From an optimization exercise on the open Yosys and OpenROAD flow, aimed at small area, a short achievable clock period and few clock cycles per item; shortcuts taken in it are not production practice. Only simulation tests tie the RTL to the original design; equivalence was not proved. No activity file was given, so power comes from the tool's default toggle rates.

Setup of oak:
// layer_ctrl_top
module layer_ctrl_top
(
	input  logic                 clk,
	input  logic                 arst_n,
	input  logic                 lc_isolation,
	input  logic [LC_ADDR_W-1:0] rx_addr,
	input  logic [LC_DATA_W-1:0] rx_data,
	input  logic                 rx_req,
	input  logic                 rx_pend,
	output logic                 rx_ack,
	output logic [LC_ADDR_W-1:0] tx_addr,
	output logic [LC_DATA_W-1:0] tx_data,
	output logic                 tx_req,
	output logic                 tx_pend,
	input  logic                 tx_ack
);
	logic rx_ack_lc;
	logic [LC_ADDR_W-1:0] tx_addr_lc;
	logic [LC_DATA_W-1:0] tx_data_lc;
	logic tx_req_lc;
	logic tx_pend_lc;
	logic rf_load;
	logic [LC_RF_DATA_W-1:0] rf_rdata;
	logic mem_we;
	logic [LC_DATA_W-1:0] mem_rdata_lo;
	logic [LC_DATA_W-1:0] mem_rdata_hi;
	logic cnt_load;
	logic [LC_ADDR_W-1:0] cnt_start;
	logic len_load;
	logic cnt_step;
	logic len_step;
	logic [LC_ADDR_W-1:0] cnt_addr;
	logic [LC_ADDR_W-1:0] cnt_next;
	logic [LC_CNT_W-1:0] remain;
	logic [LC_MEM_DEPTH-1:0] mem_ptr;
	logic mem_ren;
	logic [LC_RF_DEPTH-1:0] rf_rsel;
	lc_fsm u_fsm (
		.clk        (clk),
		.arst_n     (arst_n),
		.rx_addr    (rx_addr),
		.rx_data    (rx_data),
		.rx_req     (rx_req),
		.rx_pend    (rx_pend),
		.tx_ack     (tx_ack),
		.rf_rdata   (rf_rdata),
		.mem_rdata_lo (mem_rdata_lo),
		.mem_rdata_hi (mem_rdata_hi),
		.cnt_addr   (cnt_addr),
		.cnt_next   (cnt_next),
		.remain     (remain),
		.mem_ptr    (mem_ptr),
		.mem_ren    (mem_ren),
		.rf_rsel    (rf_rsel),
		.rx_ack_lc  (rx_ack_lc),
		.tx_addr_lc (tx_addr_lc),
		.tx_data_lc (tx_data_lc),
		.tx_req_lc  (tx_req_lc),
		.tx_pend_lc (tx_pend_lc),
		.rf_load    (rf_load),
		.mem_we     (mem_we),
		.cnt_load   (cnt_load),
		.cnt_start  (cnt_start),
		.len_load   (len_load),
		.cnt_step   (cnt_step),
		.len_step   (len_step)
	);
	lc_word_counter u_counter (
		.clk       (clk),
		.arst_n    (arst_n),
		.cnt_load  (cnt_load),
		.cnt_start (cnt_start),
		.len_load  (len_load),
		.cnt_len   (rx_data[23:16]),
  ...
export LEC_CHECK = 0
export CAP_MARGIN = 20
export CORE_MARGIN = 2
export CORE_UTILIZATION = 45
export CTS_CLUSTER_DIAMETER = 80
export CTS_CLUSTER_SIZE = 24
export SETUP_SLACK_MARGIN = 2.6
export SLEW_MARGIN = 20
export TNS_END_PERCENT = 5
create_clock -name core_clock -period 5.0 [get_ports {clk}]
standard.sh (not shown) runs the stock make flow with config.mk's settings and CLKGATE_MAP_FILE= SYNTH_SCRIPT=/design/flow/synth_recipe.tcl, a recipe that flattens the netlist after the stock synthesis.
==> flow/flow/run.sh <==
#!/bin/bash
# The standard layout, with the isolation input and every output port placed
# together on the die's edge, so that the isolation clamp's net stays short,
# and buf_4 as the port buffers.
set -euo pipefail
export BUFFER_PORTS_ARGS="-buffer_cell sky130_fd_sc_hd__buf_4"
export PLACE_PINS_ARGS="-group_pins {lc_isolation rx_ack tx_req tx_pend tx_addr[0] tx_addr[1] tx_addr[2] tx_addr[3] tx_addr[4] tx_addr[5] tx_addr[6] tx_addr[7] tx_data[0] tx_data[1] tx_data[2] tx_data[3] tx_data[4] tx_data[5] tx_data[6] tx_data[7] tx_data[8] tx_data[9] tx_data[10] tx_data[11] tx_data[12] tx_data[13] tx_data[14] tx_data[15] tx_data[16] tx_data[17] tx_data[18] tx_data[19] tx_data[20] tx_data[21] tx_data[22] tx_data[23] tx_data[24] tx_data[25] tx_data[26] tx_data[27] tx_data[28] tx_data[29] tx_data[30] tx_data[31]}"
bash standard.sh > standard.log 2>&1
Testbench counts of oak, summed over its fixed seeds: cycles 11,902, words 5,951.
## Diff of input files: pine against oak
# oak
export LEC_CHECK = 0
export CAP_MARGIN = 20
export CORE_MARGIN = 2
export CORE_UTILIZATION = 45
export CTS_CLUSTER_DIAMETER = 80
export CTS_CLUSTER_SIZE = 24
export SETUP_SLACK_MARGIN = 2.6
export SLEW_MARGIN = 20
export TNS_END_PERCENT = 5
create_clock -name core_clock -period 5.0 [get_ports {clk}]
# pine
export LEC_CHECK = 0
export CAP_MARGIN = 20
export CORE_MARGIN = 2
export CORE_UTILIZATION = 45
export CTS_CLUSTER_DIAMETER = 80
export CTS_CLUSTER_SIZE = 24
export SETUP_SLACK_MARGIN = 2.4
export SLEW_MARGIN = 20
export TNS_END_PERCENT = 5
create_clock -name core_clock -period 5.0 [get_ports {clk}]
Notes after the runs:
- Non-clock buffer count ends up higher on oak.
- Compared with oak, pine shows via count that has gone down by a few percent.
- Summed area of non-filler cells in the final layout: pine < oak
- Sort oak and pine by maximum clock frequency, descending, and oak comes first.
- Across both runs, slew at the pin closest to its max-slew limit was lower for pine than for oak.
- As far as area fraction in compound gates after synthesis goes, oak and pine are indistinguishable; the numbers are identical.
- Between oak and pine, utilization is higher for oak, pine comes in under that.
- pine vs. oak: depth of the worst register-to-register path went up by 1.
- pine: sequential share of layout area 1.6 points above oak
- pine vs oak: post-route worst hold slack up

========
Another version of the RTL of layer_ctrl_top (not shown whole).
Size: roughly 4900 cells after synthesis, about 2600 flip-flops, about 89 I/O pins, ~0.092 mm^2 of cells after synthesis.
clock: 5.0 ns
lec_check: 0
cap_margin: 20
core_margin: 2
core_utilization: 45
setup_slack_margin: 2.4
slew_margin: 20
tns_end_percent: 5
run.sh (not shown) runs the stock make flow with config.mk's settings and CLKGATE_MAP_FILE= SYNTH_SCRIPT=/design/flow/synth_recipe.tcl, a recipe that flattens the netlist after the stock synthesis.
Stock flow here: none of the scripts above is used.
Testbench counts at the start, summed over its fixed seeds: cycles 11,902, words 5,951.
Next try:
==> flow/flow/run.sh (new file) <==
#!/bin/bash
# The standard layout, with the isolation input and every output port placed
# together on the die's edge, so that the isolation clamp's net stays short.
set -euo pipefail
export PLACE_PINS_ARGS="-group_pins {lc_isolation rx_ack tx_req tx_pend tx_addr[0] tx_addr[1] tx_addr[2] tx_addr[3] tx_addr[4] tx_addr[5] tx_addr[6] tx_addr[7] tx_data[0] tx_data[1] tx_data[2] tx_data[3] tx_data[4] tx_data[5] tx_data[6] tx_data[7] tx_data[8] tx_data[9] tx_data[10] tx_data[11] tx_data[12] tx_data[13] tx_data[14] tx_data[15] tx_data[16] tx_data[17] tx_data[18] tx_data[19] tx_data[20] tx_data[21] tx_data[22] tx_data[23] tx_data[24] tx_data[25] tx_data[26] tx_data[27] tx_data[28] tx_data[29] tx_data[30] tx_data[31]}"
bash standard.sh > standard.log 2>&1
==> flow/standard.sh (new file) <==
#!/bin/bash
# synth_recipe.tcl (not shown) runs the flow's synth.tcl, then flattens the netlist and writes it again
# the make line also repeats each setting of config.mk as NAME=value (left out here)
make -C /OpenROAD-flow-scripts/flow DESIGN_CONFIG=/design/flow/config.mk WORK_HOME=/design/flow/orfs CLKGATE_MAP_FILE= SYNTH_SCRIPT=/design/flow/synth_recipe.tcl "${@:-finish}"
removed: flow/run.sh
What happened: Design area stays flat; via count shrinks slightly; total power falls slightly; utilization stays flat; register-to-register slack barely changes.

========
layer_ctrl_top, a different RTL version from the one above (not shown whole).
Size: roughly 4900 cells after synthesis, about 89 I/O pins, ~92000 sq um of cells after synthesis.
==> flow/config.mk <==
export PLATFORM = sky130hd
export DESIGN_NAME = layer_ctrl_top
export DESIGN_NICKNAME = layer_ctrl_top
export VERILOG_FILES = /design/flow/design.v
export SDC_FILE = /design/flow/constraint.sdc
export NUM_CORES = 4
export LEC_CHECK = 0
export CAP_MARGIN = 10
export CORE_MARGIN = 2
export CORE_UTILIZATION = 45
export CTS_CLUSTER_DIAMETER = 80
export CTS_CLUSTER_SIZE = 24
export SETUP_SLACK_MARGIN = 2.4
export SLEW_MARGIN = 10
export TNS_END_PERCENT = 5
==> flow/constraint.sdc <==
create_clock -name core_clock -period 5.0 [get_ports {clk}]
set_input_delay 1.0000 -clock core_clock [delete_from_list [all_inputs] [get_ports {clk}]]
set_output_delay 1.0000 -clock core_clock [all_outputs]
set_load 0.01 [all_outputs]
standard.sh (not shown) runs the stock make flow with config.mk's settings and CLKGATE_MAP_FILE= SYNTH_SCRIPT=/design/flow/synth_recipe.tcl, a recipe that flattens the netlist after the stock synthesis.
==> flow/flow/run.sh <==
#!/bin/bash
# The standard layout, with the isolation input and every output port placed
# together on the die's edge, so that the isolation clamp's net stays short,
# and buf_4 as the port buffers.
set -euo pipefail
export BUFFER_PORTS_ARGS="-buffer_cell sky130_fd_sc_hd__buf_4"
export PLACE_PINS_ARGS="-group_pins {lc_isolation rx_ack tx_req tx_pend tx_addr[0] tx_addr[1] tx_addr[2] tx_addr[3] tx_addr[4] tx_addr[5] tx_addr[6] tx_addr[7] tx_data[0] tx_data[1] tx_data[2] tx_data[3] tx_data[4] tx_data[5] tx_data[6] tx_data[7] tx_data[8] tx_data[9] tx_data[10] tx_data[11] tx_data[12] tx_data[13] tx_data[14] tx_data[15] tx_data[16] tx_data[17] tx_data[18] tx_data[19] tx_data[20] tx_data[21] tx_data[22] tx_data[23] tx_data[24] tx_data[25] tx_data[26] tx_data[27] tx_data[28] tx_data[29] tx_data[30] tx_data[31]}"
bash standard.sh > standard.log 2>&1
Testbench counts at the start, summed over its fixed seeds: cycles 11,902, words 5,951.
Change:
CAP_MARGIN = 20   (was 10)
SLEW_MARGIN = 20   (was 10)
- The new run produced a clean layout
- critical path depth stays the same
- die area does not change
- combinational power hardly moves
Change:
SETUP_SLACK_MARGIN = 2.2   (was 2.4)
Critical path depth falls by 1.
Total power shrinks slightly.
First-iteration DRC count rises by a few percent.
Non-clock buffer count fell by 114.
Die area does not change.
Wire length drops by a few percent.
Worst setup slack loses 0.22 ns.
Via count shrinks slightly.
Worst hold slack is about the same.
Clock skew shrinks by 0.0056 ns.
Change:
SETUP_SLACK_MARGIN = 2.4   (was 2.2)
TNS_END_PERCENT = 10   (was 5)
Result:
- core utilization climbs by 1.3 points
- via count rises by about 2.4%
- non-clock buffer count went up by 146
- clock skew goes up by 0.0089 ns
- cell area increases by 2.5%

==> separate check: timing with driven ports <==
How much do the figures lean on ideal ports? The routed layouts below were timed once more, with nothing changed but the port constraints. Step 1 sets driving cells, clkbuf_16 on the clock port and buf_2 on the other inputs (assumed; they add their load-dependent delay and slew). Step 2 adds t to the input delays and takes it off the output delays; t is the mean of the earliest and latest rising clock arrival at the registers after step 1. Input paths then give back, and output paths get back, about the clock's delay inside the block. a / b / c = ideal / step 1 / step 2; a / b = the first two.
| run | t (ns) | slack for setup (ns) | cell pins on the clock port's net |
|---|---|---|---|
| oak | 0.928 | 2.142 / 2.062 / 1.351 | 1 |
| pine | 0.924 | 1.914 / 1.914 / 1.282 | 1 |
| the first run of note 2 | 1.010 | 1.650 / 1.650 / 1.300 | 1 |
| the second run of note 2 | 0.988 | 1.650 / 1.650 / 1.345 | 1 |
| the first run of note 3 | 0.931 | 2.137 / 2.116 / 1.359 | 1 |
| the second run of note 3 | 0.931 | 2.137 / 2.116 / 1.359 | 1 |
| the third run of note 3 | 0.931 | 1.915 / 1.915 / 1.246 | 1 |
| the fourth run of note 3 | 0.922 | 2.097 / 2.097 / 1.322 | 1 |
After both steps setup and hold are still met in every run listed. For oak, which loses most, drivers alone change the setup slack by -0.080 ns; drivers and shift together by -0.791 ns.
